This design comes from an exercise in tuning for small area, a short achievable clock period and few clock cycles on the open sky130 flow, not from production work. RTL that was checked went through simulation tests only; none was proved equivalent to the original. Function not checked in runs 1 to 4: the RTL went through the layout flow alone. The clock port is modelled as an ideal driver; clocking choices that lean on that would not hold on a real chip. No activity file was given, so power comes from the tool's default toggle rates.

[flow/design.v]
package mams_pkg;
  localparam int unsigned ResponseW = 4;
  localparam int unsigned CountW    = 8;
  localparam int unsigned TotalW    = 11;
  localparam int unsigned MeanW     = 12;
  localparam int unsigned MedianW   = 4;
  localparam int unsigned FracBits  = 8;
  localparam int unsigned RecW = CountW + TotalW + MedianW + 1;
endpackage
module mams_cell (
  input  logic       clk_i,
  input  logic       clr_i,
  input  logic       inc_i,
  input  logic [6:0] k_i,
  output logic       flag_o
);
  logic [6:0] c_q;
  logic [6:0] g, e;
  logic       g65, e65, g43, e43, g21, e21, g63, e63, g20, e20, gt, eq;
  assign g = c_q & ~k_i;
  assign e = ~(c_q ^ k_i);
  assign g65 = g[6] | (e[6] & g[5]);
  assign e65 = e[6] & e[5];
  assign g43 = g[4] | (e[4] & g[3]);
  assign e43 = e[4] & e[3];
  assign g21 = g[2] | (e[2] & g[1]);
  assign e21 = e[2] & e[1];
  assign g63 = g65 | (e65 & g43);
  assign e63 = e65 & e43;
  assign g20 = g21 | (e21 & g[0]);
  assign e20 = e21 & e[0];
  assign gt  = g63 | (e63 & g20);
  assign eq  = e63 & e20;
  assign flag_o = clr_i ? inc_i : (gt | (inc_i & eq));
  always_ff @(posedge clk_i) begin
    if (clr_i) begin
      c_q <= {6'd0, inc_i};
    end else if (inc_i && !(&c_q)) begin
      c_q <= c_q + 7'd1;
    end
  end
endmodule
module mams_div (
  input  logic                      clk_i,
  input  logic                      rst_ni,
  input  logic                      load_i,
  input  logic [mams_pkg::RecW-1:0] rec_i,
  output logic                      free_o,    
  output logic                      soon_o,    
  output logic                      valid_o,
  output logic [7:0]                count_o,
  output logic [10:0]               total_o,
  output logic [11:0]               mean_o,
  output logic [3:0]                median_o,
  output logic                      overflow_o
);
  logic [3:0]  cnt_q;      
  logic        run_q;
  logic        valid_q;
  logic [7:0]  dn_q;
  logic [10:0] dt_q;
  logic [3:0]  dm_q;
  logic        do_q;
  logic [11:0] q_q;
  logic [7:0]  rem_q;
  logic [7:0]  rc;
  logic [10:0] rs;
  logic [8:0]  trial;
  logic [8:0]  op;
  logic [8:0]  step;
  logic        sub;
  logic [8:0]  g, p, gg, pp;
  logic [9:0]  c;
  assign {rc, rs} = rec_i[mams_pkg::RecW-1:5];
  assign sub   = !rem_q[7];
  assign trial = {rem_q, q_q[11]};
  assign op    = {1'b0, dn_q} ^ {9{sub}};
  always_comb begin
    g  = trial & op;
    p  = trial ^ op;
    gg = g;
    pp = p;
    for (int d = 1; d < 9; d = d * 2) begin
      for (int i = 8; i >= d; i--) begin
        gg[i] = gg[i] | (pp[i] & gg[i-d]);
        pp[i] = pp[i] & pp[i-d];
      end
    end
    c[0] = sub;
    for (int i = 0; i < 9; i++) c[i+1] = gg[i] | (pp[i] & sub);
    step = p ^ c[8:0];
  end
  assign free_o = !run_q;
  assign soon_o = run_q ? cnt_q <= 4'd3 : !load_i;
  always_ff @(posedge clk_i or negedge rst_ni) begin
    if (!rst_ni) begin
      run_q   <= 1'b0;
      valid_q <= 1'b0;
      cnt_q   <= '0;
    end else begin
      valid_q <= run_q && cnt_q == 4'd1;
      if (load_i) begin
        run_q <= 1'b1;
        cnt_q <= 4'd12;
      end else if (run_q) begin
        cnt_q <= cnt_q - 4'd1;
        if (cnt_q == 4'd1) run_q <= 1'b0;
      end
    end
  end
  always_ff @(posedge clk_i) begin
    if (load_i) begin
      {dn_q, dt_q, dm_q, do_q} <= rec_i;
    end
  end
  always_ff @(posedge clk_i) begin
    if (load_i) begin
      rem_q <= {1'b0, rs[10:4]};
      q_q   <= {rs[3:0], 8'd0};
    end else begin
      rem_q <= step[7:0];
      q_q   <= {q_q[10:0], !step[8]};
    end
  end
  assign valid_o    = valid_q;
  assign count_o    = dn_q;
  assign total_o    = dt_q;
  assign mean_o     = q_q;
  assign median_o   = dm_q;
  assign overflow_o = do_q;
endmodule
module mean_and_median_of_set (
  input  logic                           clk_i,
  input  logic                           rst_ni,
  input  logic                           start,
  output logic                           busy,
  input  logic [mams_pkg::ResponseW-1:0] response_i,
  input  logic                           last_i,
  output logic                           valid_o,
  output logic [mams_pkg::CountW-1:0]    count_o,
  output logic [mams_pkg::TotalW-1:0]    total_o,
  output logic [mams_pkg::MeanW-1:0]     mean_q8_o,
  output logic [mams_pkg::MedianW-1:0]   median_o,
  output logic                           overflow_o
);
  logic       busy_q;
  logic       in_v;       
  logic       in_keep;    
  logic [3:0] in_x;
  logic       in_last;
  logic       take;
  logic       room;       
  assign busy = busy_q;
  assign take = start && !busy_q;
  always_ff @(posedge clk_i or negedge rst_ni) begin
    if (!rst_ni) begin
      in_v    <= 1'b0;
      in_keep <= 1'b0;
    end else begin
      in_v    <= take;
      in_keep <= take && room;
    end
  end
  always_ff @(posedge clk_i) begin
    in_x    <= response_i;
    in_last <= last_i;
  end
  logic        fresh_q;    
  logic        rec_v_q;    
  logic        close;
  logic [6:0]  k_q;        
  logic        p_q;        
  logic [3:0]  med_q;      
  logic [7:0]  cnt;
  logic [10:0] s_q;
  logic        ovf_q;
  logic [14:0] flag;
  logic [15:0] f;
  logic [3:0]  med;
  logic [mams_pkg::RecW-1:0] rec;
  assign close = in_v && in_last;
  assign room  = close || fresh_q || !(k_q[6] && (!p_q || in_keep));
  always_ff @(posedge clk_i or negedge rst_ni) begin
    if (!rst_ni) begin
      fresh_q <= 1'b1;
      rec_v_q <= 1'b0;
    end else begin
      fresh_q <= close;
      rec_v_q <= close;
    end
  end
  always_ff @(posedge clk_i) begin
    if (fresh_q) begin
      k_q   <= {6'd0, in_keep};
      p_q   <= in_keep;
      s_q   <= in_keep ? {7'd0, in_x} : 11'd0;
      ovf_q <= in_v && !in_keep;
    end else begin
      k_q   <= k_q + {6'd0, in_keep && !p_q};
      p_q   <= p_q ^ in_keep;
      s_q   <= s_q + (in_keep ? {7'd0, in_x} : 11'd0);
      ovf_q <= ovf_q || (in_v && !in_keep);
    end
  end
  for (genvar v = 0; v < 15; v++) begin : g_cum
    mams_cell u_cell (
      .clk_i (clk_i),
      .clr_i (fresh_q),
      .inc_i (in_keep && (in_x <= 4'(v))),
      .k_i   (k_q),
      .flag_o(flag[v])
    );
  end
  assign f = {1'b1, flag};
  always_comb begin
    med[3] = !f[7];
    med[2] = (f[7] && !f[3]) || (f[15] && !f[11]);
    med[1] = 1'b0;
    for (int j = 0; j < 4; j++) med[1] = med[1] || (f[4*j+3] && !f[4*j+1]);
    med[0] = 1'b0;
    for (int j = 0; j < 8; j++) med[0] = med[0] || (f[2*j+1] && !f[2*j]);
  end
  always_ff @(posedge clk_i) begin
    med_q <= med;
  end
  assign cnt = p_q ? {k_q - 7'd1, 1'b1} : {k_q, 1'b0};
  assign rec = {cnt, s_q, med_q, ovf_q};
  logic [mams_pkg::RecW-1:0] slot0_q, slot1_q;
  logic       ge1_q, ge2_q;    
  logic       ge1_d, ge2_d;
  logic       div_free, div_soon, div_load;
  logic       pop, push;
  logic [mams_pkg::RecW-1:0] div_rec;
  assign div_load = div_free && (ge1_q || rec_v_q);
  assign div_rec  = ge1_q ? slot0_q : rec;
  assign pop      = div_free && ge1_q;
  assign push     = rec_v_q && !(div_free && !ge1_q);
  always_comb begin
    ge1_d = ge1_q;
    ge2_d = ge2_q;
    if (push && !pop) begin
      ge1_d = 1'b1;
      ge2_d = ge1_q;
    end else if (pop && !push) begin
      ge1_d = ge2_q;
      ge2_d = 1'b0;
    end
  end
  always_ff @(posedge clk_i or negedge rst_ni) begin
    if (!rst_ni) begin
      ge1_q <= 1'b0;
      ge2_q <= 1'b0;
    end else begin
      ge1_q <= ge1_d;
      ge2_q <= ge2_d;
    end
  end
  always_ff @(posedge clk_i) begin
    if (!ge1_q || pop) slot0_q <= ge2_q ? slot1_q : rec;
    if (rec_v_q)       slot1_q <= rec;
  end
  logic ca, cb, due2, due3;
  assign ca   = close;
  assign cb   = take && last_i;
  assign due2 = ge2_d || (ge1_d && (ca || cb)) || (ca && cb);
  assign due3 = (ge2_d && (ca || cb)) || (ge1_d && ca && cb);
  always_ff @(posedge clk_i or negedge rst_ni) begin
    if (!rst_ni) busy_q <= 1'b0;
    else         busy_q <= div_soon ? due3 : due2;
  end
  mams_div u_div (
    .clk_i     (clk_i),
    .rst_ni    (rst_ni),
    .load_i    (div_load),
    .rec_i     (div_rec),
    .free_o    (div_free),
    .soon_o    (div_soon),
    .valid_o   (valid_o),
    .count_o   (count_o),
    .total_o   (total_o),
    .mean_o    (mean_q8_o),
    .median_o  (median_o),
    .overflow_o(overflow_o)
  );
endmodule
[flow/run.sh]
#!/bin/bash
# synth_recipe.tcl (not shown) runs the flow's synth.tcl, then flattens the netlist and writes it again
# the make line also repeats each setting of config.mk as NAME=value (left out here)
make -C /OpenROAD-flow-scripts/flow DESIGN_CONFIG=/design/flow/config.mk WORK_HOME=/design/flow/orfs CLKGATE_MAP_FILE= SYNTH_SCRIPT=/design/flow/synth_recipe.tcl finish
[flow/config.mk]
export PLATFORM = sky130hd
export DESIGN_NAME = mean_and_median_of_set
export DESIGN_NICKNAME = mean_and_median_of_set
export VERILOG_FILES = /design/flow/design.v
export SDC_FILE = /design/flow/constraint.sdc
export NUM_CORES = 4
export LEC_CHECK = 0
export ABC_CLOCK_PERIOD_IN_PS = 2200
export CAP_MARGIN = 20
export CORE_MARGIN = 2
export CORE_UTILIZATION = 70
export CTS_CLUSTER_DIAMETER = 80
export CTS_CLUSTER_SIZE = 20
export PLACE_DENSITY = 0.8
export SETUP_SLACK_MARGIN = 3.8
export SLEW_MARGIN = 20
[flow/constraint.sdc]
create_clock -name core_clock -period 6.0 [get_ports {clk_i}]
set_input_delay 1.2000 -clock core_clock [delete_from_list [all_inputs] [get_ports {clk_i}]]
set_output_delay 1.2000 -clock core_clock [all_outputs]
set_load 0.01 [all_outputs]
==> out/qor.yml, run 1 <==
p_int_uw: 3860
rsz0062_at_grt: "true"
numPortBuffers: 45
dieArea_mm2: 0.01909
setup_violations: 0
synth_largest_area_cell: "dfxtp_1"
clk_pin_slew_ps: 80
finalCriticalPeriod_ps: 2382
synthArstFlopShare_pct: 5.439
ir_worst_vdd_mv: 0.4247
comb_power_share_pct: 41.2
area_delta_synth_final_pct: 14.71
grtUsageMet1_pct: 38.79
ys.flop_type: "dfxtp_1"
finalHoldViolCount: 0
first_iter_violations: 665
wirelength_mm: 29.35
reg2reg_to: "u_div.rem_q[4]"
grt_use_met3_pct: 3.291
die_w_um: 138.2
pin_count: 46
drive_above_1_share_pct: 20.65
drt_pass1_iterations: 5
netlist.area_leader.share_pct: 22.09
clock_latency_ps: 490
mappedNetlistArea_mm2: 0.01260
cts.htree.levels: 1
synth_cell_types: 69
antenna_left: 0
slew_violations: 0
power_frac_clock_pct: 17.9
p_sw_uw: 2215
busiest_layer: "met2"
drv_cap: 0
cts_tree: "built"
synth-edff-count: 87
multiInputGateArea_mm2: 0.006827
p_leak_uw: 0.006059
arrival_ps: 2760
antenna_found_initial: 0
fillers: 1113
synth-seq-area-share_pct: 45.42
grt_pass1_wl_mm: 46.19
syn_nets: 1360
setup_ws_ps: 3618
cts_root_buf: "clkbuf_16"
gp_congestion: 0.8436
crit_chain: "buf_6 -> xnor2_2 -> ha_1 -> nor2b_1 -> o21a_2 -> o21a_1 -> o21a_1 -> o21a_1 -> o31ai_1"
swShare_pct: 36.46
vias_per_cell: 6.160
reg2regPathDepth: 9
cp-end-kind: "register"
max_freq_ghz: 0.4198
track_usage_pct: 29.09
use_met2_pct: 50.73
max_slew_margin_pct: 25.90
critPathKind: "register to register"
critPathMaxStageDelay_ps: 430
required_ps: 6380
grt_overflow: 0
ff2ff_setup_slack_ps: 3620
grt_max_degree: 62
status: "timing/DRC/antenna clean"
diodes: 0
vias: 9524
initial_core_util_pct: 70.85
dp.final_hpwl_mm: 17.76
ys.warnings.count: 3
cts.sinks: 239
drc: 0
crit_top_cell: "o21a_1"
synthTopCellsByArea: "dfxtp_1 22%, edfxtp_1 21%, ha_1 14%"
rows: 49
die_y_um: 138.2
syn_area_per_cell_um2: 10.39
cts-buffers-inserted: 16
timing.rr.start: "u_div.dn_q[0]"
fin_tns_setup_ps: 0
grt_pass1_vias: 9255
crit_end: "u_div.rem_q[4]"
slowest_stage: "edfxtp_1"
coreArea_mm2: 0.01778
regArea_mm2: 0.005766
ys_ff_latch: 239
hold_class: "register to register"
fin_nets: 1455
cp_max_fo: 3
worst_pin_slew_ps: 1112
critPathLaunch: "u_div.dn_q[0]"
seqPwrFrac_pct: 40.9
start_kind: "register"
clock_skew_ps: 17.47
syn_inst: 1212
cts_buffer_depth: 3
fin_crit_sh_pct: 39.71
power_density_mw_per_mm2: 420.4
hold_depth: 1
post_drt_wl_per_cell_um: 18.98
dp_slack_ps: 3277
## per-layer routing
metal	wire, um	up-vias	share of wire [%]
met5	0	-	0
met4	694	0	2.4
met3	1655	61	5.6
met2	14530	281	49
met1	12470	4576	42
li1	-	4606	-
## Yosys cell counts (all sizes together), types with 2 or more instances
master   number
a211o         2
a211oi        8
a21boi       11
a21o         13
a21oi        57
a311oi        3
a31oi         5
a41o          2
a41oi         4
and2          9
and3         22
and4         10
buf          11
clkbuf       31
dfrtp        12
dfxtp       139
edfxtp       87
ha          139
inv          29
mux2         49
mux2i        18
nand2        91
nand2b        4
nand3        29
nand4        41
nor2        137
nor2b        13
nor3         20
o2111ai       5
o211ai        9
o21a         10
o21ai        46
o22a          2
o22ai         5
o311a         2
o31a          2
o31ai         9
o41a          2
or2          16
or3b          2
xnor2        25
xor2         64
## power by group through the flow
stage | clock network [uW] | registers [uW] | logic, uW
2_1_floorplan | 0 | 2380 | 1620
3_3_place_gp | 0 | 2490 | 2020
3_5_place_dp | 0 | 2510 | 2120
4_1_cts | 1100 | 2470 | 2210
5_1_grt | 1160 | 2530 | 2770
6_report | 1090 | 2490 | 2500
## how the worst min path moves through the flow
stage,startpoint,end,slack (ps)
after floorplan,in_last,fresh_q,410
after global placement,s_q[1],slot1_q[6],450
after detailed placement,u_div.q_q[5],u_div.q_q[6],450
after CTS,u_div.q_q[0],u_div.q_q[1],460
after global routing,u_div.q_q[0],u_div.q_q[1],480
final,u_div.q_q[6],u_div.q_q[7],460
## flip-flops by register name, summed over array words and instances (netlist names), 4 cells and up
name	cells
in_x	4
u_div.dt_q	11
slot0_q	24
u_div.dm_q	4
u_div.rem_q	8
k_q	7
u_div.cnt_q	4
u_div.dn_q	8
med_q	4
s_q	11
g_cum.u_cell.c_q	105
slot1_q	24
u_div.q_q	12
## worst max-delay path, delay by kind of cell, from the launching register on
kind                     cells  cell delay, ps
buffers and inverters        1             150
adder cells (fa/ha/maj)      1             280
XOR/XNOR                     1             120
flip-flops                   1             430
AND/OR/NAND/NOR              1             140
AO/OA/AOI/OAI                5            1150
## final cells by class
cell class / count / share of cell area, %
Inverter: 29 / 0.9351
Sequential cell: 239 / 39.90
Tap cell: 229 / 1.983
Clock inverter: 3 / 0.1732
Clock buffer: 25 / 3.152
Timing Repair Buffer: 119 / 6.615
Multi-Input combinational cell: 902 / 47.24
## what timing repair did
| action | CTS | global route |
|---|---|---|
| hold buffers | 0 | 0 |
| resized for setup | 187 | 44 |
| setup buffers | 44 | 19 |
| setup endpoints to repair | 60 | 53 |
| gates cloned | 0 | 2 |
| pin swaps | 7 | 15 |
## cell usage in the layout (no fill, tap or decap), types with 8 or more instances in the layout
| cell | Yosys | layout |
|---|---|---|
| o31ai_1 | 9 | 9 |
| or2_2 | 16 | 16 |
| ha_1 | 139 | 131 |
| nor3_1 | 19 | 17 |
| mux2i_1 | 18 | 18 |
| edfxtp_1 | 87 | 87 |
| o21ai_0 | 46 | 39 |
| xnor2_1 | 25 | 24 |
| o21a_1 | 10 | 9 |
| clkbuf_16 | 0 | 19 |
| and3_1 | 22 | 22 |
| inv_1 | 28 | 20 |
| buf_4 | 0 | 58 |
| nand4_1 | 41 | 41 |
| ha_4 | 0 | 8 |
| o211ai_1 | 9 | 9 |
| dfrtp_1 | 12 | 10 |
| nor2b_1 | 13 | 11 |
| xor2_1 | 64 | 64 |
| nor2_1 | 135 | 133 |
| mux2_2 | 49 | 49 |
| and4_1 | 10 | 10 |
| buf_6 | 2 | 8 |
| dfxtp_1 | 139 | 121 |
| a21oi_1 | 57 | 55 |
| nand2_1 | 91 | 91 |
| buf_2 | 5 | 38 |
| clkbuf_1 | 30 | 8 |
| a21o_1 | 13 | 13 |
| and2_1 | 9 | 8 |
| nand3_1 | 29 | 29 |
| dfxtp_2 | 0 | 13 |
## stage by stage
stage / power (uW) / cell area [um2] / util (%) / hold WS (ps) / std cells
after floorplan: 4005 / 12670 / - / 414.3 / 1212
after global placement: 4517 / 13280 / 74.68 / 448.9 / 1453
after detailed placement: 4627 / 13280 / 74.68 / 453.6 / 1453
after CTS: 5787 / 14050 / 79.01 / 457.7 / 1525
after global routing: 6457 / 14450 / 81.27 / 476.1 / 1546
final: 6074 / 14450 / 81.27 / 456.9 / 1546
## kinds of logic after synthesis
family / Yosys count / share of synthesized area, %
simple gates: 400 / 15.38
fa+ha+maj: 140 / 13.97
buf+inv: 71 / 2.294
compound gates: 206 / 10.95
xor+xnor: 89 / 6.188
mux: 67 / 5.810
flops: 239 / 45.42
==> run 2: changes to the inputs <==
==> flow/flow/run.sh (new file) <==
#!/bin/bash
# Standard layout with the clock tree built without dummy loads and with
# larger, tighter sink clusters. Tool output goes to standard.log.
export CTS_ARGS="-sink_clustering_enable -repair_clock_nets -sink_clustering_size 30 -sink_clustering_max_diameter 60 -dont_use_dummy_load"
bash standard.sh > standard.log 2>&1
==> flow/standard.sh (new file) <==
#!/bin/bash
# synth_recipe.tcl (not shown) runs the flow's synth.tcl, then flattens the netlist and writes it again
# the make line also repeats each setting of config.mk as NAME=value (left out here)
make -C /OpenROAD-flow-scripts/flow DESIGN_CONFIG=/design/flow/config.mk WORK_HOME=/design/flow/orfs CLKGATE_MAP_FILE= SYNTH_SCRIPT=/design/flow/synth_recipe.tcl "${@:-finish}"
removed: flow/run.sh
==> run 2 against run 1 <==
- still clean
- clock power down 6%
- critical path depth did not move
- hold slack is essentially flat
- power down 0.32%
- via count rose by 1.8%
- die area unchanged
- global-route usage about the same
- count of clock-buffer cells in the layout is 8 lower
- sequential power hardly changed
- first-iteration DRC count up 21%
==> out/qor.yml, run 2 <==
syn_nets: 1360  # unchanged
synth_top_family_by_area: "simple AND/OR/NAND/NOR gates"
rsz0062_at_grt: "true"
gp_congestion: 0.8436  # unchanged
arrival_ps: 2650  # -110 ps
crit_buf_inv: 2  # +1
crit_family: "compound AO/OA/AOI/OAI gates"
worst_pin_slew_ps: 1034  # -77.49 ps
critPathMaxStageDelay_ps: 470  # +40 ps
cts_hold_buffers: 0  # unchanged
critPathKind: "register to register"
cts-buffers-inserted: 17  # +1
die_y_um: 138.2  # unchanged
critPathLaunch: "k_q[1]"
synth-seq-area-share_pct: 45.42  # unchanged
cts.sinks: 239  # unchanged
diodes: 0  # unchanged
hold_class: "register to register"
post_drt_wl_per_cell_um: 19.25  # +1.4%
ys_ff_latch: 239  # unchanged
crit_chain: "clkinvlp_4 -> buf_12 -> ha_4 -> and4b_1 -> o311a_1 -> o41a_1 -> o21ai_1 -> and4_1 -> nand4_1"
clock_skew_ps: 55.36  # +37.88 ps
largest_registers: "g_cum.u_cell.c_q: 105 flops, slot0_q: 24 flops, slot1_q: 24 flops"
synth_compound_area_share_pct: 10.95  # unchanged
synth_largest_area_cell: "dfxtp_1"
grt_pass1_vias: 9268  # +0.14%
fin_crit_sh_pct: 38.48  # -1.2 points
wirelength_mm: 29.56  # +0.73%
mappedNetlistArea_mm2: 0.01260  # unchanged
fin_hold_ws_ps: 456.6  # -0.3400 ps
fin_nets: 1457  # +0.14%
setup_violations: 0  # unchanged
synth_cell_types: 69  # unchanged
antenna_left: 0  # unchanged
die_w_um: 138.2  # unchanged
clock_latency_ps: 520  # +30 ps
drc: 0  # unchanged
cts_tree: "built"
synth-simple-area-share_pct: 15.38  # unchanged
ys.warnings.count: 3  # unchanged
required_ps: 6340  # -40 ps
cp_max_fo: 7  # +4
synthAdderAreaFrac_pct: 13.97  # unchanged
max_freq_ghz: 0.4332  # +3.2%
vias: 9698  # +1.8%
cts.htree.levels: 1  # unchanged
drt_pass1_iterations: 5  # unchanged
drive_above_1_share_pct: 21.12  # +0.46 points
p_leak_uw: 0.006047  # -0.21%
regMostFlops: "g_cum.u_cell.c_q"
slowest_stage: "o41a_1"
syn_inst: 1212  # unchanged
finalHoldViolCount: 0  # unchanged
start_kind: "register"
vias_per_cell: 6.314  # +2.5%
synth-edff-count: 87  # unchanged
power_density_mw_per_mm2: 418.4  # -0.46%
drv_cap: 0  # unchanged
grt_pass1_wl_mm: 46.11  # -0.18%
synth-xor-area-share_pct: 6.188  # unchanged
synthArstFlopShare_pct: 5.439  # unchanged
fin_tns_setup_ps: 0  # unchanged
first_iter_violations: 804  # +21%
max_slew_margin_pct: 30.90  # +5.0 points
ys.flop_type: "dfxtp_1"
largest_reg_flops: 105  # unchanged
cp-end-kind: "register"
rows: 49  # unchanged
clk_pin_slew_ps: 70  # about the same
initial_core_util_pct: 70.85  # unchanged
pin_count: 46  # unchanged
coreArea_mm2: 0.01778  # unchanged
grt_overflow: 0  # unchanged
track_usage_pct: 29.07  # about the same
synth_common_cells: "139 x dfxtp_1, 139 x ha_1, 135 x nor2_1"
antenna_found_initial: 0  # unchanged
status: "timing/DRC/antenna clean"
timing.rr.start: "k_q[1]"
ir_worst_vdd_mv: 0.3513  # -17%
synth_mux_area_share_pct: 5.810  # unchanged
slew_violations: 0  # unchanged
final_common_cell: "nor2_1"
netlist.area_leader.share_pct: 22.09  # unchanged
dieArea_mm2: 0.01909  # unchanged
cts_root_buf: "clkbuf_16"
area_delta_synth_final_pct: 14.87
numPortBuffers: 45  # unchanged
min_from: "u_div.q_q[0]"
grt_max_degree: 62  # unchanged
synthTopCellsByArea: "dfxtp_1 22%, edfxtp_1 21%, ha_1 14%"
cts_buffer_depth: 3  # unchanged
mostFrequentLayoutCells: "133 x nor2_1, 128 x ha_1, 123 x dfxtp_1, 91 x nand2_1, 87 x edfxtp_1"
dp.final_hpwl_mm: 17.76  # unchanged
finalCriticalPeriod_ps: 2309  # -73.84 ps
syn_area_per_cell_um2: 10.39  # unchanged
## run 2: stage by stage
stage | worst slack [ps] | power, uW | utilization, % | std cells | instance area, um2
CTS | 3715 | 5737 | 78.71 | 1514 | 13990
detailed placement | 3277 | 4627 | 74.68 | 1453 | 13280
floorplan | 3794 | 4005 | - | 1212 | 12670
global placement | 3380 | 4517 | 74.68 | 1453 | 13280
finish | 3692 | 6055 | 81.39 | 1536 | 14470
global route | 3625 | 6428 | 81.39 | 1536 | 14470
## run 2: repair_timing
action                     in CTS  in global routing
buffers inserted               43                 20
resized for setup             182                 61
gates cloned                    1                  2
pin swaps                       2                 27
setup endpoints to repair      78                 45
## run 2: worst paths after layout
kind                                   to  cells past startpoint  slack [ps]
min in group asynchronous  u_div.cnt_q[0]                      1        1080
min reg2reg                  u_div.q_q[1]                      1         460
min                          u_div.q_q[1]                      1         460
max reg2reg                      med_q[0]                      9        3690
max in group asynchronous         in_keep                      1        4420
max                              med_q[0]                      9        3690
## run 2: worst register-to-register path: stages (launching register included)
cell and delay [ps]:
dfxtp_4 390, clkinvlp_4 130, buf_12 180, ha_4 210, and4b_1 180, o311a_1 280, o41a_1 470, o21ai_1 100
and4_1 180, nand4_1 70
## run 2: layout make-up
class	count	area [um2]
Multi-Input combinational cell	902	6880
Inverter	29	135.1
Sequential cell	239	5772
Timing Repair inverter	1	7.507
Timing Repair Buffer	119	963.4
Fill cell	1093	3309
Clock buffer	17	425.4
Tap cell	229	286.5
## run 2: cell families after synthesis
group                    Yosys count
multiplexers                      67
buffers and inverters             71
XOR/XNOR                          89
flip-flops                       239
AND/OR/NAND/NOR                  400
AO/OA/AOI/OAI                    206
adder cells (fa/ha/maj)          140
## run 2: per-layer routing
metal | track usage, % | vias to the layer above | part of all wire (%) | wire length [um]
met4 | 9.452 | 0 | 3.0 | 899
met3 | 3.672 | 93 | 6.8 | 1997
met2 | 50.13 | 393 | 48 | 14280
met1 | 38.40 | 4617 | 42 | 12380
li1 | - | 4595 | - | -
met5 | 0 | - | 0 | 0
## run 2: where the power goes
| part | internal (uW) | leakage, uW | switching (uW) | total [uW] |
|---|---|---|---|---|
| sequential | 2140 | 0.00209 | 357 | 2500 |
| combinational | 1240 | 0.00375 | 1300 | 2530 |
| clock | 504 | 0.000209 | 521 | 1030 |
==> run 3: changes to the inputs <==
--- a/flow/design.v
+++ b/flow/design.v
@@ -33,10 +33,10 @@
   assign eq  = e63 & e20;
   assign flag_o = clr_i ? inc_i : (gt | (inc_i & eq));
-  always_ff @(posedge clk_i) begin
-    if (clr_i) begin
-      c_q <= {6'd0, inc_i};
-    end else if (inc_i && !(&c_q)) begin
-      c_q <= c_q + 7'd1;
-    end
+  logic [6:0] sum;
+  logic       co;
+  assign {co, sum} = {1'b0, c_q} + {7'd0, inc_i};
+  always_ff @(posedge clk_i) begin
+    if (clr_i) c_q <= {6'd0, inc_i};
+    else       c_q <= sum | {7{co}};
   end
 endmodule
@@ -67,28 +67,10 @@
   logic [10:0] rs;
   logic [8:0]  trial;
-  logic [8:0]  op;
   logic [8:0]  step;
   logic        sub;
-  logic [8:0]  g, p, gg, pp;
-  logic [9:0]  c;
   assign {rc, rs} = rec_i[mams_pkg::RecW-1:5];
   assign sub   = !rem_q[7];
   assign trial = {rem_q, q_q[11]};
-  assign op    = {1'b0, dn_q} ^ {9{sub}};
-  always_comb begin
-    g  = trial & op;
-    p  = trial ^ op;
-    gg = g;
-    pp = p;
-    for (int d = 1; d < 9; d = d * 2) begin
-      for (int i = 8; i >= d; i--) begin
-        gg[i] = gg[i] | (pp[i] & gg[i-d]);
-        pp[i] = pp[i] & pp[i-d];
-      end
-    end
-    c[0] = sub;
-    for (int i = 0; i < 9; i++) c[i+1] = gg[i] | (pp[i] & sub);
-    step = p ^ c[8:0];
-  end
+  assign step  = trial + ({1'b0, dn_q} ^ {9{sub}}) + {8'd0, sub};
   assign free_o = !run_q;
   assign soon_o = run_q ? cnt_q <= 4'd3 : !load_i;
@@ -232,8 +214,8 @@
   logic       pop, push;
   logic [mams_pkg::RecW-1:0] div_rec;
-  assign div_load = div_free && (ge1_q || rec_v_q);
-  assign div_rec  = ge1_q ? slot0_q : rec;
-  assign pop      = div_free && ge1_q;
-  assign push     = rec_v_q && !(div_free && !ge1_q);
+  assign div_load = div_free && ge1_q;
+  assign div_rec  = slot0_q;
+  assign pop      = div_load;
+  assign push     = rec_v_q;
   always_comb begin
     ge1_d = ge1_q;
==> flow/run.sh (new file) <==
#!/bin/bash
# synth_recipe.tcl (not shown) runs the flow's synth.tcl, then flattens the netlist and writes it again
# the make line also repeats each setting of config.mk as NAME=value (left out here)
make -C /OpenROAD-flow-scripts/flow DESIGN_CONFIG=/design/flow/config.mk WORK_HOME=/design/flow/orfs CLKGATE_MAP_FILE= SYNTH_SCRIPT=/design/flow/synth_recipe.tcl finish
removed: flow/flow/run.sh
removed: flow/standard.sh
==> run 3 against run 2 <==
- power is 3.4% higher
- final cell count is 0.65% lower
- count of clock-buffer cells in the layout is 8 higher
- critical path type unchanged
- area after synthesis is 2.1% lower
- wire length is 4.9% lower
- sequential share of layout area is 0.068 points higher
- via count is 1.7% lower
- largest cell class unchanged
- global-route usage is 0.10 points lower
- sequential power is 4% higher
- maximum frequency is 4.0% lower
- non-clock buffer count is 23 lower
==> out/qor.yml, run 3 <==
status: "timing/DRC/antenna clean"
synthTopCellsByArea: "dfxtp_1 25%, edfxtp_1 18%, ha_1 16%"
cts_root_buf: "clkbuf_16"
critPathKind: "register to register"
drive_above_1_share_pct: 17.76  # -3.4 points
drc: 0  # unchanged
slew_violations: 0  # unchanged
crit_family: "compound AO/OA/AOI/OAI gates"
vias_per_cell: 6.250  # -1.0%
dieArea_mm2: 0.01869  # -2.1%
numPortBuffers: 45  # unchanged
ys_ff_latch: 239  # unchanged
cts.sinks: 239  # unchanged
vias: 9537  # -1.7%
mappedNetlistArea_mm2: 0.01233  # -2.1%
antenna_left: 0  # unchanged
netlist.area_leader.share_pct: 25.01  # +2.9 points
required_ps: 6430  # +90 ps
synth-seq-area-share_pct: 45.19  # -0.23 points
gp_congestion: 0.8483  # +0.56%
area_delta_synth_final_pct: 13.91
cts.htree.levels: 1  # unchanged
slowest_stage: "a2111oi_1"
ys.flop_type: "dfxtp_1"
die_y_um: 136.7  # -1.0%
start_kind: "register"
dr_wl_met2_mm: 14.00  # -2.0%
synth_top_family_by_area: "adder cells"
track_usage_pct: 28.96  # -0.10 points
finalCriticalPeriod_ps: 2404  # +95.63 ps
finalHoldViolCount: 0  # unchanged
syn_nets: 1374  # +1.0%
syn_inst: 1211  # -0.083%
die_w_um: 136.7  # -1.0%
cp-end-kind: "register"
pin_count: 46  # unchanged
largest_registers: "g_cum.u_cell.c_q: 105 flops, slot0_q: 24 flops, slot1_q: 24 flops"
synth-edff-count: 72  # -17%
crit_chain: "clkinvlp_4 -> buf_4 -> ha_1 -> and4_1 -> a2111oi_1 -> o211ai_1 -> o22ai_1 -> a2111oi_4 -> nand4b_1"
ir_worst_vdd_mv: 0.3700  # +5.3%
worst_pin_slew_ps: 1053  # +18.63 ps
synth_mux_area_share_pct: 2.334  # -3.5 points
critPathMaxStageDelay_ps: 440  # -30 ps
fin_crit_sh_pct: 40.07  # +1.6 points
crit_buf_inv: 2  # unchanged
cts_buffer_depth: 3  # unchanged
top_layer: "met4"
first_iter_violations: 534  # -34%
largest_reg_flops: 105  # unchanged
ff2ff_setup_slack_ps: 3600  # -100 ps
met3_length_mm: 1.461  # -27%
synth-xor-area-share_pct: 5.044  # -1.1 points
synth_common_cells: "154 x dfxtp_1, 153 x ha_1, 113 x a21oi_1"
antenna_found_initial: 0  # unchanged
initial_core_util_pct: 71.53  # +0.68 points
cp_max_fo: 6  # -1
fin_tns_setup_ps: 0  # unchanged
dp.final_hpwl_mm: 16.90  # -4.9%
syn_area_per_cell_um2: 10.18  # -2.0%
synth-simple-area-share_pct: 14.34  # -1.0 points
fin_area_mm2: 0.01404  # -2.9%
synthArstFlopShare_pct: 5.439  # unchanged
drt_pass1_iterations: 5  # unchanged
max_freq_ghz: 0.4160  # -4.0%
cts_tree: "built"
grt_max_degree: 66  # +6.5%
yosys.cell_count.top_type: "dfxtp_1"
rsz0062_at_grt: "true"
post_drt_wl_per_cell_um: 18.42  # -4.3%
place_area_mm2: 0.01296  # -2.4%
hold_class: "register to register"
synth_compound_area_share_pct: 14.50  # +3.6 points
drv_cap: 0  # unchanged
wirelength_mm: 28.10  # -4.9%
ys.warnings.count: 3  # unchanged
cts_hold_buffers: 0  # unchanged
synth_largest_area_cell: "dfxtp_1"
setup_violations: 0  # unchanged
cts-buffers-inserted: 16  # -1
rows: 48  # -2.0%
max_slew_margin_pct: 29.82  # -1.1 points
p_leak_uw: 0.005803  # -4.0%
grt_overflow: 0  # unchanged
diodes: 0  # unchanged
power_density_mw_per_mm2: 445.9  # +6.6%
grt_pass1_wl_mm: 43.58  # -5.5%
coreArea_mm2: 0.01724  # -3.1%
clock_latency_ps: 490  # -30 ps
grt_pass1_vias: 8918  # -3.8%
synthAdderAreaFrac_pct: 15.85  # +1.9 points
fin_nets: 1455  # -0.14%
met1_length_mm: 11.70  # -5.5%
arrival_ps: 2840  # +190 ps
clk_pin_slew_ps: 90  # +20 ps
regMostFlops: "g_cum.u_cell.c_q"
final_common_cell: "ha_1"
mostFrequentLayoutCells: "143 x ha_1, 135 x dfxtp_1, 109 x a21oi_1, 88 x nor2_1, 75 x nand2_1"
clock_skew_ps: 21.89  # -33.47 ps
synth_cell_types: 80  # +16%
-- run 3: changes by cell type after synthesis, sizes merged, moves of 23 or more --
| cell | change |
|---|---|
| xor2 | -30 |
| mux2 | -27 |
| o21ai | +23 |
| nand3 | +29 |
| a21oi | +57 |
| nor2 | -46 |
-- run 3: timing repair --
item,CTS,global route
resized for setup,184,76
buffers inserted,30,18
setup endpoints to repair,89,87
pin swaps,2,14
-- run 3: cell type report --
class / count / area (um2)
Sequential cell: 239 / 5612
Tap cell: 225 / 281.5
Clock buffer: 25 / 465.4
Inverter: 50 / 225.2
Clock inverter: 2 / 23.77
Timing Repair Buffer: 96 / 740.7
Multi-Input combinational cell: 889 / 6696
Fill cell: 1088 / 3192
-- run 3: worst paths after layout --
check / startpoint / endpoint / depth (start not counted)
worst max-delay path: k_q[4] / med_q[0] / 9
worst max register to register: k_q[4] / med_q[0] / 9
max in group asynchronous: rst_ni / in_keep / 1
worst min-delay path: slot0_q[17] / u_div.dn_q[1] / 0
min in group asynchronous: rst_ni / u_div.cnt_q[0] / 1
worst min register to register: slot0_q[17] / u_div.dn_q[1] / 0
-- run 3: layer usage --
layer	GRT usage, %	vias to the layer above
li1	-	4594
met1	36.99	4597
met2	51.67	279
met3	3.148	67
met4	8.854	0
met5	0	-
-- run 3: logic make-up (layout without fill, tap and decap cells) --
logic type      count (synthesis)  in the layout
simple gates                  352            352
compound gates                285            285
flops                         239            239
fa+ha+maj                     155            155
buf+inv                        83            173
xor+xnor                       71             71
mux                            26             26
-- run 3: report_power, final --
group          total (uW)  internal [uW]  leakage [uW]  switching (uW)
clock network        1080            543      0.000232             540
registers            2590           2190       0.00208             396
logic                2590           1220       0.00349            1370
total                6260           3950       0.00580            2310
-- run 3: worst reg2reg max path, stage by stage, from the launching register on --
cell and delay [ps]:
dfxtp_4 370, clkinvlp_4 200, buf_4 200, ha_1 320
and4_1 210, a2111oi_1 440, o211ai_1 170, o22ai_1 260
a2111oi_4 60, nand4b_1 120
-- run 3: through the flow --
step           worst slack, ps  total power, uW  hold slack [ps]  instances  util, %
2_1_floorplan             3767             4204            400.3       1211        -
3_3_place_gp              2945             4727            401.4       1451    75.19
3_5_place_dp              2854             4846            405.2       1451    75.19
4_1_cts                   3665             5993            421.4       1508    78.85
5_1_grt                   3494             6678            429.1       1526    81.48
6_report                  3596             6262            420.3       1526    81.48
==> run 4: changes to the inputs <==
--- a/flow/design.v
+++ b/flow/design.v
@@ -153,5 +153,5 @@
   logic [6:0]  k_q;        
   logic        p_q;        
-  logic [3:0]  med_q;      
+  logic [14:0] flag_q;     
   logic [7:0]  cnt;
   logic [10:0] s_q;
@@ -194,5 +194,8 @@
     );
   end
-  assign f = {1'b1, flag};
+  always_ff @(posedge clk_i) begin
+    flag_q <= flag;
+  end
+  assign f = {1'b1, flag_q};
   always_comb begin
     med[3] = !f[7];
@@ -203,9 +206,6 @@
     for (int j = 0; j < 8; j++) med[0] = med[0] || (f[2*j+1] && !f[2*j]);
   end
-  always_ff @(posedge clk_i) begin
-    med_q <= med;
-  end
   assign cnt = p_q ? {k_q - 7'd1, 1'b1} : {k_q, 1'b0};
-  assign rec = {cnt, s_q, med_q, ovf_q};
+  assign rec = {cnt, s_q, med, ovf_q};
   logic [mams_pkg::RecW-1:0] slot0_q, slot1_q;
   logic       ge1_q, ge2_q;    
==> run 4 against run 3 <==
- register-to-register slack better by 150 ps
- critical endpoint is now count_o[7]
- area after synthesis is 2.5% higher
- wire length is 0.91% lower
- count of clock-buffer cells in the layout is 1 lower
- power is 1.4% lower
- flip-flop and latch count is 11 higher
- final cell count is 2.4% higher
- synthesized cell count is 2.6% higher
- hold slack better by 4.3 ps
- global-route usage is 0.76 points lower
- critical path depth is 8 lower
==> out/qor.yml, run 4 <==
drt_pass1_iterations: 5  # unchanged
worst_pin_slew_ps: 649.0  # -403.7 ps
crit_family: "flip-flops"
max_slew_margin_pct: 56.60  # +27 points
grt_pass1_vias: 9419  # +5.6%
crit_buf_inv: 1  # -1
dp.final_hpwl_mm: 17.30  # +2.4%
vias: 9742  # +2.1%
grt_pass1_wl_mm: 45.31  # +4.0%
slowest_stage: "edfxtp_1"
slew_violations: 0  # unchanged
largest_reg_flops: 105  # unchanged
clock_latency_ps: 490  # about the same
synth-simple-area-share_pct: 15.04  # +0.70 points
antenna_found_initial: 0  # unchanged
cts.sinks: 250  # +4.6%
grt_max_degree: 96  # +45%
ys_ff_latch: 250  # +4.6%
clk_pin_slew_ps: 90  # about the same
ys.warnings.count: 3  # unchanged
first_iter_violations: 717  # +34%
fin_hold_ws_ps: 424.6  # +4.315 ps
mappedNetlistArea_mm2: 0.01264  # +2.5%
synth-xor-area-share_pct: 4.572  # -0.47 points
drive_above_1_share_pct: 14.24  # -3.5 points
synth_top_family_by_area: "adder cells"
synth_compound_area_share_pct: 13.81  # -0.70 points
diodes: 0  # unchanged
antenna_left: 0  # unchanged
finalCriticalPeriod_ps: 2277  # -127.5 ps
ir_worst_vdd_mv: 0.3526  # -4.7%
dieArea_mm2: 0.01915  # +2.5%
die_y_um: 138.4  # +1.2%
hold_class: "register to register"
required_ps: 4800  # -1630 ps
mostFrequentLayoutCells: "149 x dfxtp_1, 146 x ha_1, 119 x a21oi_1, 75 x nor2_1, 72 x edfxtp_1"
cts-buffers-inserted: 16  # unchanged
regMostFlops: "g_cum.u_cell.c_q"
drv_cap: 0  # unchanged
syn_nets: 1406  # +2.3%
die_w_um: 138.4  # +1.2%
ys.flop_type: "dfxtp_1"
synth_cell_types: 64  # -20%
synthAdderAreaFrac_pct: 15.46  # -0.39 points
arrival_ps: 1080  # -1760 ps
cp_max_fo: 2  # -4
status: "timing/DRC/antenna clean"
rsz0062_at_grt: "true"
cts.htree.levels: 1  # unchanged
synthArstFlopShare_pct: 5.200  # -0.24 points
initial_core_util_pct: 70.87  # -0.66 points
crit_chain: "buf_2"
drc: 0  # unchanged
rows: 49  # +2.1%
critPathMaxStageDelay_ps: 430  # about the same
power_density_mw_per_mm2: 436.1  # -2.2%
yosys.cell_count.top_type: "dfxtp_1"
syn_inst: 1243  # +2.6%
critPathKind: "register to output pin"
regArea_mm2: 0.005824  # +3.8%
fin_tns_setup_ps: 0  # unchanged
synth_largest_area_cell: "dfxtp_1"
synth_common_cells: "165 x dfxtp_1, 153 x ha_1, 122 x a21oi_1"
area_delta_synth_final_pct: 11.97
fin_crit_sh_pct: 37.94  # -2.1 points
pin_count: 46  # unchanged
grt_overflow: 0  # unchanged
fin_nets: 1489  # +2.3%
synth_mux_area_share_pct: 2.286  # -0.048 points
largest_registers: "g_cum.u_cell.c_q: 105 flops, slot0_q: 24 flops, slot1_q: 24 flops"
cts_root_buf: "clkbuf_16"
max_freq_ghz: 0.4392  # +5.6%
netlist.area_leader.share_pct: 26.13  # +1.1 points
multiInputGateArea_mm2: 0.006574  # -1.8%
fin_area_mm2: 0.01416  # +0.80%
numPortBuffers: 45  # unchanged
synthTopCellsByArea: "dfxtp_1 26%, edfxtp_1 17%, ha_1 15%"
coreArea_mm2: 0.01784  # +3.5%
track_usage_pct: 28.20  # -0.76 points
cp-end-kind: "output pin"
cts_buffer_depth: 3  # unchanged
finalHoldViolCount: 0  # unchanged
vias_per_cell: 6.233  # -0.27%
place_area_mm2: 0.01328  # +2.4%
p_leak_uw: 0.005867  # +1.1%
synth-seq-area-share_pct: 45.81  # +0.62 points
gp_congestion: 0.8335  # -1.7%
setup_ws_ps: 3723  # +127.5 ps
synth-edff-count: 72  # unchanged
final_common_cell: "dfxtp_1"
syn_area_per_cell_um2: 10.17  # about the same
cts_hold_buffers: 0  # unchanged
cts_tree: "built"
post_drt_wl_per_cell_um: 17.82  # -3.3%
setup_violations: 0  # unchanged
fillers: 1163  # +6.9%
dp_slack_ps: 3447  # +592.9 ps
clock_skew_ps: 18.78  # -3.108 ps
start_kind: "register"
wirelength_mm: 27.85  # -0.91%
run 4: through the flow:
| stage | util (%) | power [uW] | instances |
|---|---|---|---|
| 5_1_grt | 79.35 | 6598 | 1563 |
| 3_5_place_dp | 74.41 | 4922 | 1487 |
| 6_report | 79.35 | 6174 | 1563 |
| 4_1_cts | 78.13 | 6051 | 1549 |
| 3_3_place_gp | 74.41 | 4806 | 1487 |
| 2_1_floorplan | - | 4276 | 1243 |
run 4: layout make-up:
class	instances	area share [%]
flip-flops and latches	250	41.14
clock inverters	2	0.09722
multi-input cells	894	46.43
repair inverters	1	0.03535
repair buffers	98	5.144
clock buffers	24	3.190
well taps	229	2.024
inverters	65	1.935
run 4: final timing paths:
| check | slack, ps | start | cells past startpoint | end |
|---|---|---|---|---|
| min reg2reg | 420 | slot0_q[0] | 0 | u_div.do_q |
| min | 420 | slot0_q[0] | 0 | u_div.do_q |
| max | 3720 | u_div.dn_q[7] | 1 | count_o[7] |
| max in group asynchronous | 4430 | rst_ni | 1 | rec_v_q |
| min in group asynchronous | 1110 | rst_ni | 1 | u_div.cnt_q[3] |
| max reg2reg | 3750 | in_keep | 8 | s_q[8] |
run 4: logic make-up after synthesis:
family / count (synthesis)
buffers and inverters: 99
DFF: 250
and+or+nand+nor: 362
adders and majority gates: 155
xor gates and xnor gates: 66
AOI/OAI and AO/OA: 285
muxes: 26
run 4: worst register-to-register path: cells and delay by family, from the launching register on:
kind / cells / cell delay (ps)
fa+ha+maj: 2 / 600
simple gates: 3 / 520
flops: 1 / 450
compound gates: 1 / 320
xor+xnor: 1 / 170
buf+inv: 1 / 70
run 4: timing repair:
action / in CTS / in global routing
gates cloned: 0 / 1
resized for setup: 181 / 29
pin swaps: 0 / 2
setup buffers: 36 / 12
setup endpoints to repair: 120 / 91
run 4: where the power goes:
group	switching [uW]	internal, uW
Clock	554	527
Sequential	405	2280
Combinational	1260	1150
Total	2220	3960
run 4: per-layer routing:
layer | track usage (%) | vias to the layer above | wire length [um]
li1 | - | 4760 | -
met1 | 35.92 | 4617 | 11770
met2 | 49.06 | 283 | 13590
met3 | 3.533 | 82 | 1361
met4 | 11.33 | 0 | 1132
met5 | 0 | - | 0
==> run 5: changes to the inputs <==
--- a/flow/design.v
+++ b/flow/design.v
@@ -155,5 +155,9 @@
   logic [14:0] flag_q;     
   logic [7:0]  cnt;
-  logic [10:0] s_q;
+  logic [3:0]  slo_q;      
+  logic [6:0]  shi_q;      
+  logic        sc_q;       
+  logic [6:0]  shi;
+  logic [4:0]  slo;
   logic        ovf_q;
   logic [14:0] flag;
@@ -176,12 +180,17 @@
       k_q   <= {6'd0, in_keep};
       p_q   <= in_keep;
-      s_q   <= in_keep ? {7'd0, in_x} : 11'd0;
       ovf_q <= in_v && !in_keep;
     end else begin
       k_q   <= k_q + {6'd0, in_keep && !p_q};
       p_q   <= p_q ^ in_keep;
-      s_q   <= s_q + (in_keep ? {7'd0, in_x} : 11'd0);
       ovf_q <= ovf_q || (in_v && !in_keep);
     end
+  end
+  assign shi = shi_q + {6'd0, sc_q};
+  assign slo = (fresh_q ? 5'd0 : {1'b0, slo_q}) + (in_keep ? {1'b0, in_x} : 5'd0);
+  always_ff @(posedge clk_i) begin
+    slo_q <= slo[3:0];
+    sc_q  <= slo[4];
+    shi_q <= fresh_q ? 7'd0 : shi;
   end
   for (genvar v = 0; v < 15; v++) begin : g_cum
@@ -207,5 +216,5 @@
   end
   assign cnt = p_q ? {k_q - 7'd1, 1'b1} : {k_q, 1'b0};
-  assign rec = {cnt, s_q, med, ovf_q};
+  assign rec = {cnt, shi, slo_q, med, ovf_q};
   logic [mams_pkg::RecW-1:0] slot0_q, slot1_q;
   logic       ge1_q, ge2_q;    
==> run 5 against run 4 <==
- critical endpoint is now count_o[1]
- core utilization is 0.35 points lower
- die area decreased by 0.51%
- still clean on timing, DRC and antenna
- largest power group unchanged
- first-iteration DRC count fell by 18%
- sequential power about the same
- sequential share of layout area is 0.45 points higher
- clock power up 5%
- wire length fell by 0.26%
==> out/qor.yml, run 5 <==
yosys.cell_count.top_type: "dfxtp_1"
numPortBuffers: 45  # unchanged
synth_cell_types: 64  # unchanged
antenna_left: 0  # unchanged
cts_root_buf: "clkbuf_16"
synth_compound_area_share_pct: 12.64  # -1.2 points
crit_family: "flip-flops"
cts_buffer_depth: 3  # unchanged
worst_pin_slew_ps: 1051  # +402.4 ps
ys_ff_latch: 251  # +0.40%
reg2regPathDepth: 8  # unchanged
synthAdderAreaFrac_pct: 15.74  # +0.28 points
crit_buf_inv: 1  # unchanged
rsz0062_at_grt: "true"
reg2reg_to: "u_div.q_q[0]"
vias: 9468  # -2.8%
wirelength_mm: 27.77  # -0.26%
critPathKind: "register to output pin"
syn_area_per_cell_um2: 10.28  # +1.1%
cts_tree: "built"
coreArea_mm2: 0.01778  # -0.34%
mostFrequentLayoutCells: "155 x ha_1, 152 x dfxtp_1, 108 x a21oi_1, 72 x edfxtp_1, 71 x nor2_1"
cts-buffers-inserted: 16  # unchanged
die_y_um: 138.0  # -0.26%
dieArea_mm2: 0.01906  # -0.51%
timing.rr.start: "u_div.dn_q[1]"
power_density_mw_per_mm2: 444.8  # +2.0%
drv_cap: 0  # unchanged
netlist.area_leader.share_pct: 26.42  # +0.30 points
instances_no_fill: 1540  # -1.5%
antenna_found_initial: 0  # unchanged
max_freq_ghz: 0.4407  # +0.33%
start_kind: "register"
dpl.cell_count: 1466  # -1.4%
min_from: "slot0_q[20]"
setup_violations: 0  # unchanged
clock_skew_ps: 8.556  # -10.22 ps
synth-xor-area-share_pct: 4.805  # +0.23 points
ff2ff_setup_slack_ps: 3840  # +90 ps
p_leak_uw: 0.006011  # +2.5%
diodes: 0  # unchanged
post_drt_wl_per_cell_um: 18.03  # +1.2%
slew_violations: 0  # unchanged
initial_core_util_pct: 70.74  # -0.13 points
synth_top_family_by_area: "adder cells"
finalCriticalPeriod_ps: 2269  # -7.430 ps
regMostFlops: "g_cum.u_cell.c_q"
synth-seq-area-share_pct: 46.21  # +0.40 points
drc: 0  # unchanged
final_common_cell: "ha_1"
die_w_um: 138.0  # -0.26%
largest_registers: "g_cum.u_cell.c_q: 105 flops, slot0_q: 24 flops, slot1_q: 24 flops"
vias_per_cell: 6.148  # -1.4%
cp-end-kind: "output pin"
grt_pass1_wl_mm: 45.34  # about the same
synthArstFlopShare_pct: 5.179  # -0.021 points
first_iter_violations: 587  # -18%
ys.warnings.count: 3  # unchanged
synthTopCellsByArea: "dfxtp_1 26%, edfxtp_1 17%, ha_1 15%"
syn_inst: 1223  # -1.6%
dp.final_hpwl_mm: 17.32  # +0.11%
cts.sinks: 251  # +0.40%
crit_chain: "buf_2"
syn_nets: 1388  # -1.3%
hold_depth: 0  # unchanged
synth-edff-count: 72  # unchanged
finalHoldViolCount: 0  # unchanged
pin_count: 46  # unchanged
grt_max_degree: 56  # -42%
cp_max_fo: 2  # unchanged
slowest_stage: "edfxtp_1"
area_delta_synth_final_pct: 11.68
fin_area_mm2: 0.01405  # -0.79%
hold_path_end: "u_div.dn_q[4]"
fin_crit_sh_pct: 37.82  # -0.12 points
synth_common_cells: "166 x dfxtp_1, 155 x ha_1, 110 x a21oi_1"
required_ps: 4800  # about the same
critPathMaxStageDelay_ps: 420  # about the same
status: "timing/DRC/antenna clean"
ir_worst_vdd_mv: 0.4633  # +31%
setup_ws_ps: 3731  # +7.430 ps
synth_mux_area_share_pct: 2.298  # +0.012 points
dp_slack_ps: 3150  # -297.0 ps
track_usage_pct: 28.51  # +0.32 points
fin_nets: 1468  # -1.4%
grt_pass1_vias: 9183  # -2.5%
hold_class: "register to register"
clock_latency_ps: 490  # about the same
place_area_mm2: 0.01320  # -0.55%
fillers: 1154  # -0.77%
drive_above_1_share_pct: 13.42  # -0.82 points
ys.flop_type: "dfxtp_1"
mappedNetlistArea_mm2: 0.01258  # -0.52%
drt_pass1_iterations: 5  # unchanged
rows: 49  # unchanged
cts.htree.levels: 1  # unchanged
fin_tns_setup_ps: 0  # unchanged
clk_pin_slew_ps: 80  # about the same
largest_reg_flops: 105  # unchanged
arrival_ps: 1070  # about the same
grt_overflow: 0  # unchanged
synth_largest_area_cell: "dfxtp_1"
max_slew_margin_pct: 29.74  # -27 points
gp_congestion: 0.8663  # +3.9%
synth-simple-area-share_pct: 15.72  # +0.68 points
==> run 5: cell types whose count changed in the layout (fill, tap and decap cells not counted), sizes merged, moves of 9 or more <==
| cell | before | now |
|---|---|---|
| a21oi | 122 | 110 |
| and2 | 15 | 24 |
| and3 | 7 | 36 |
| nor2b | 5 | 17 |
| inv | 58 | 42 |
| nand2 | 62 | 51 |
| and4 | 22 | 11 |
==> run 5: final cells by class <==
class / count / area (um2) / area share (%)
sequential: 251 / 5842 / 41.59
timing repair buffer: 96 / 710.7 / 5.060
tap: 229 / 286.5 / 2.040
inverter: 50 / 215.2 / 1.532
multi-input combinational: 888 / 6502 / 46.29
clock buffer: 24 / 451.7 / 3.216
clock inverter: 2 / 37.54 / 0.2672
==> run 5: worst max-delay path by stage <==
stage / from / end / cells after the start
after floorplan: fresh_q / sc_q / 7
after global placement: fresh_q / flag_q[1] / 3
after detailed placement: fresh_q / flag_q[1] / 3
after CTS: u_div.dt_q[0] / total_o[0] / 1
after global routing: u_div.dn_q[2] / count_o[2] / 1
final: u_div.dn_q[1] / count_o[1] / 1
==> run 5: stage by stage <==
step | util (%) | hold slack (ps) | power (uW)
finish | 79.00 | 425.8 | 6247
global route | 79.00 | 431.4 | 6684
CTS | 78.12 | 425.3 | 6166
detailed placement | 74.26 | 406.2 | 4973
global placement | 74.26 | 401.5 | 4850
floorplan | - | 395.1 | 4314
==> run 5: layer usage <==
layer / up-vias / track usage [%] / wire [um]
li1: 4647 / - / -
met1: 4471 / 38.00 / 11970
met2: 280 / 49.27 / 13450
met3: 70 / 3.602 / 1508
met4: 0 / 8.271 / 839
met5: - / 0 / 0
==> run 5: power by group <==
group / internal [uW] / total, uW / switching [uW]
logic: 1170 / 2440 / 1270
clock network: 569 / 1130 / 558
registers: 2300 / 2680 / 380
==> run 5: cell families after synthesis <==
| logic type | after synthesis |
|---|---|
| flip-flops | 251 |
| XOR/XNOR | 69 |
| adder cells (fa/ha/maj) | 157 |
| buffers and inverters | 84 |
| multiplexers | 26 |
| AND/OR/NAND/NOR | 372 |
| AO/OA/AOI/OAI | 264 |
==> run 5: repair_timing <==
item | CTS | global route
setup buffers | 37 | 11
hold buffers | 0 | 0
gates cloned | 0 | 0
resized for setup | 181 | 19
endpoints found under the setup margin | 137 | 66
hold endpoints to repair | 0 | 0
pin swaps | 0 | 4
Testbench counts of run 5, summed over its fixed seeds: cycles 54,465.
==> run 6: changes to the inputs <==
==> flow/flow/run.sh (new file) <==
#!/bin/bash
# The standard layout (standard.sh), with one change to the clock tree: after
# clock tree synthesis, the root clock buffer, which only passes the clock on
# to the two branch buffers, is taken out, so the clock port drives the branch
# buffers directly. Every register keeps the same number of buffers (two)
# between the clock port and its clock pin; only the whole tree gets faster.
# Tool output goes to standard.log and flatten_clock.log.
here=$(pwd)
export POST_CTS_TCL="$here/flow/flatten_clock.tcl"
export FLATTEN_CLOCK_LOG="$here/flatten_clock.log"
bash standard.sh > standard.log 2>&1
==> flow/flow/flatten_clock.tcl (new file) <==
set log [open $::env(FLATTEN_CLOCK_LOG) w]
set block [ord::get_db_block]
set port [$block findBTerm clk_i]
set pnet [$port getNet]
set roots [$pnet getITerms]
puts $log "clock port drives [llength $roots] cell pin(s)"
if {[llength $roots] == 1} {
  set rin [lindex $roots 0]
  set root [$rin getInst]
  set rout [$root findITerm X]
  set rnet [$rout getNet]
  set sinks {}
  set ok [string match "sky130_fd_sc_hd__clkbuf_*" [[$root getMaster] getName]]
  foreach s [$rnet getITerms] {
    if {[$s getInst] eq $root} { continue }
    if {![string match "sky130_fd_sc_hd__clkbuf_*" [[[$s getInst] getMaster] getName]]} { set ok 0 }
    lappend sinks $s
  }
  if {$ok && [llength $sinks] >= 1 && [llength $sinks] <= 4} {
    foreach s $sinks {
      $s disconnect
      $s connect $pnet
    }
    $rout disconnect
    $rin disconnect
    puts $log "removed [$root getName]: port now drives [llength $sinks] clock buffers"
    odb::dbInst_destroy $root
    odb::dbNet_destroy $rnet
  } else {
    puts $log "kept the root buffer: [llength $sinks] loads, all clock buffers: $ok"
  }
}
estimate_parasitics -placement
close $log
==> flow/standard.sh (new file) <==
#!/bin/bash
# synth_recipe.tcl (not shown) runs the flow's synth.tcl, then flattens the netlist and writes it again
# the make line also repeats each setting of config.mk as NAME=value (left out here)
make -C /OpenROAD-flow-scripts/flow DESIGN_CONFIG=/design/flow/config.mk WORK_HOME=/design/flow/orfs CLKGATE_MAP_FILE= SYNTH_SCRIPT=/design/flow/synth_recipe.tcl "${@:-finish}"
--- a/flow/config.mk
+++ b/flow/config.mk
@@ -13,4 +13,4 @@
 export CTS_CLUSTER_SIZE = 20
 export PLACE_DENSITY = 0.8
-export SETUP_SLACK_MARGIN = 3.8
+export SETUP_SLACK_MARGIN = 3.9
 export SLEW_MARGIN = 20
removed: flow/run.sh
==> run 6 against run 5 <==
- core utilization up 1.4 points
- via count up 0.59%
- clock power down 8%
- flip-flop and latch count unchanged
- worst setup slack better by 140 ps
- power up 0.59%
- hold slack worse by 2.1 ps
- count of clock-buffer cells in the layout down 1
- register-to-register slack better by 90 ps
- critical path depth unchanged
- critical endpoint is now count_o[0]
- largest cell class unchanged
- highest routed layer unchanged
==> out/qor.yml, run 6 <==
status: "timing/DRC/antenna clean"
synth_common_cells: "166 x dfxtp_1, 155 x ha_1, 110 x a21oi_1"
die_w_um: 138.0  # unchanged
syn_nets: 1388  # unchanged
hold_class: "register to register"
initial_core_util_pct: 70.74  # unchanged
netlist.area_leader.share_pct: 26.42  # unchanged
max_slew_margin_pct: 29.45  # -0.29 points
rows: 49  # unchanged
synthTopCellsByArea: "dfxtp_1 26%, edfxtp_1 17%, ha_1 15%"
critPathMaxStageDelay_ps: 430  # about the same
coreArea_mm2: 0.01778  # unchanged
clk_pin_slew_ps: 80  # about the same
fin_crit_sh_pct: 35.53  # -2.3 points
crit_cells: 1  # unchanged
fin_nets: 1481  # +0.89%
vias_per_cell: 6.133  # -0.25%
dp.final_hpwl_mm: 16.49  # -4.8%
ys_ff_latch: 251  # unchanged
reg2regPathDepth: 6  # -2
antenna_left: 0  # unchanged
required_ps: 4800  # about the same
mappedNetlistArea_mm2: 0.01258  # unchanged
setup_violations: 0  # unchanged
fin_tns_setup_ps: 0  # unchanged
final_common_cell: "ha_1"
start_kind: "register"
numPortBuffers: 45  # unchanged
worst_pin_slew_ps: 1058  # +6.825 ps
max_freq_ghz: 0.4691  # +6.4%
grt_pass1_vias: 9101  # -0.89%
track_usage_pct: 27.44  # -1.1 points
grt_overflow: 0  # unchanged
synth-seq-area-share_pct: 46.21  # unchanged
pin_count: 46  # unchanged
finalCriticalPeriod_ps: 2132  # -137.3 ps
power_density_mw_per_mm2: 439.5  # -1.2%
ys.flop_type: "dfxtp_1"
syn_area_per_cell_um2: 10.28  # unchanged
vias: 9524  # +0.59%
synth-edff-count: 72  # unchanged
p_leak_uw: 0.006117  # +1.8%
diodes: 0  # unchanged
drive_above_1_share_pct: 15.79  # +2.4 points
arrival_ps: 930  # -140 ps
cts_tree: "built"
synth_largest_area_cell: "dfxtp_1"
largest_registers: "g_cum.u_cell.c_q: 105 flops, slot0_q: 24 flops, slot1_q: 24 flops"
first_iter_violations: 512  # -13%
syn_inst: 1223  # unchanged
ir_worst_vdd_mv: 0.4310  # -7.0%
clock_skew_ps: 18.70  # +10.14 ps
clock_latency_ps: 360  # -130 ps
finalHoldViolCount: 0  # unchanged
cts.sinks: 251  # unchanged
ys.warnings.count: 3  # unchanged
crit_chain: "buf_2"
fin_area_mm2: 0.01430  # +1.8%
grt_pass1_wl_mm: 44.06  # -2.8%
crit_buf_inv: 1  # unchanged
gp_congestion: 0.8245  # -4.8%
wirelength_mm: 27.28  # -1.8%
slew_violations: 0  # unchanged
drt_pass1_iterations: 4  # -1
mostFrequentLayoutCells: "149 x ha_1, 148 x dfxtp_1, 107 x a21oi_1, 72 x edfxtp_1, 70 x nor2_1"
drc: 0  # unchanged
antenna_found_initial: 0  # unchanged
post_drt_wl_per_cell_um: 17.57  # -2.6%
slowest_stage: "edfxtp_1"
cp_max_fo: 3  # +1
cp-end-kind: "output pin"
hold_depth: 0  # unchanged
regMostFlops: "g_cum.u_cell.c_q"
rsz0062_at_grt: "true"
grt_max_degree: 63  # +13%
synthArstFlopShare_pct: 5.179  # unchanged
dieArea_mm2: 0.01906  # unchanged
crit_family: "flip-flops"
place_area_mm2: 0.01320  # about the same
area_delta_synth_final_pct: 13.68
drv_cap: 0  # unchanged
synth_cell_types: 64  # unchanged
fillers: 1142  # -1.0%
yosys.cell_count.top_type: "dfxtp_1"
largest_reg_flops: 105  # unchanged
die_y_um: 138.0  # unchanged
critPathKind: "register to output pin"
## run 6: kinds of logic after synthesis
group | after synthesis | synth area share, %
AO/OA/AOI/OAI | 264 | 12.64
XOR/XNOR | 69 | 4.805
adder cells (fa/ha/maj) | 157 | 15.74
buffers and inverters | 84 | 2.587
flip-flops | 251 | 46.21
multiplexers | 26 | 2.298
AND/OR/NAND/NOR | 372 | 15.72
## run 6: path summary, 6_finish.rpt
path                       slack, ps           from             end
hold / removal                   420    slot0_q[21]   u_div.dn_q[5]
max in group asynchronous       4320         rst_ni         in_keep
setup / recovery                3870  u_div.dn_q[0]      count_o[0]
min in group asynchronous       1230         rst_ni  u_div.cnt_q[2]
setup reg to reg                3930        fresh_q            sc_q
hold reg to reg                  420    slot0_q[21]   u_div.dn_q[5]
## run 6: through the flow
| stage | utilization (%) | total power, uW | setup WS (ps) | hold WS (ps) | std cells |
|---|---|---|---|---|---|
| after global routing | 80.42 | 6744 | 3830 | 436.1 | 1553 |
| final | 80.42 | 6284 | 3868 | 423.6 | 1553 |
| after detailed placement | 74.22 | 4935 | 3016 | 405.2 | 1465 |
| after global placement | 74.22 | 4831 | 3018 | 401.2 | 1465 |
| after floorplan | - | 4314 | 3932 | 395.1 | 1223 |
## run 6: worst reg2reg max path, stage by stage, from the launching register on
cell     delay (ps)
dfstp_4         710
buf_16          220
nor2b_1          70
ha_1            220
fa_1            410
a21o_1          190
a21o_1          160
## run 6: layer usage
metal	global-route usage, %	share of wire, %	up-vias
met2	48.54	49	249
met5	0	0	-
met1	35.72	43	4504
met4	8.056	3.0	0
li1	-	-	4697
met3	3.187	4.9	74
## run 6: layout make-up
class                           count  area [um2]  area share, %
Inverter                           50       215.2          1.505
Clock inverter                      2       13.76        0.09626
Timing Repair Buffer              110       924.6          6.467
Multi-Input combinational cell    888        6580          46.02
Clock buffer                       23       426.7          2.984
Sequential cell                   251        5851          40.92
Tap cell                          229       286.5          2.004
## run 6: where the power goes
group	leakage, uW	internal (uW)	switching, uW
Sequential	0.00218	2300	370
Clock	0.000213	498	538
Combinational	0.00373	1290	1300

-- separate check: timing with driven ports --
No port has a modelled driver above. Below, the same layouts with a new extraction and two added sets of constraints. Step 1: set_driving_cell puts a clkbuf_16 on clk_i and a buf_2 on each other input, an assumption about the parent block. Step 2 adds t to the input delays and takes it off the output delays; t is the mean of the earliest and latest rising clock arrival at the registers after step 1. Input paths then give back, and output paths get back, about the clock's delay inside the block. Slacks: no drivers / after step 1 / after step 2; pairs: no drivers / after step 1.
| run | shift t [ns] | setup WS [ns] | worst register clock-pin slew, ns |
|---|---|---|---|
| run 1 | 0.530 | 3.618 / 3.618 / 3.490 | 0.09 / 0.09 |
| run 2 | 0.532 | 3.691 / 3.675 / 3.518 | 0.11 / 0.11 |
| run 3 | 0.529 | 3.596 / 3.596 / 3.596 | 0.09 / 0.09 |
| run 4 | 0.528 | 3.723 / 3.676 / 3.510 | 0.09 / 0.09 |
| run 5 | 0.530 | 3.731 / 3.685 / 3.578 | 0.09 / 0.09 |
| run 6 | 0.410 | 3.868 / 3.807 / 3.596 | 0.09 / 0.09 |
After both steps every run listed still meets setup and hold. For run 6, which loses most, drivers alone change the setup slack by -0.061 ns; drivers and shift together by -0.272 ns.
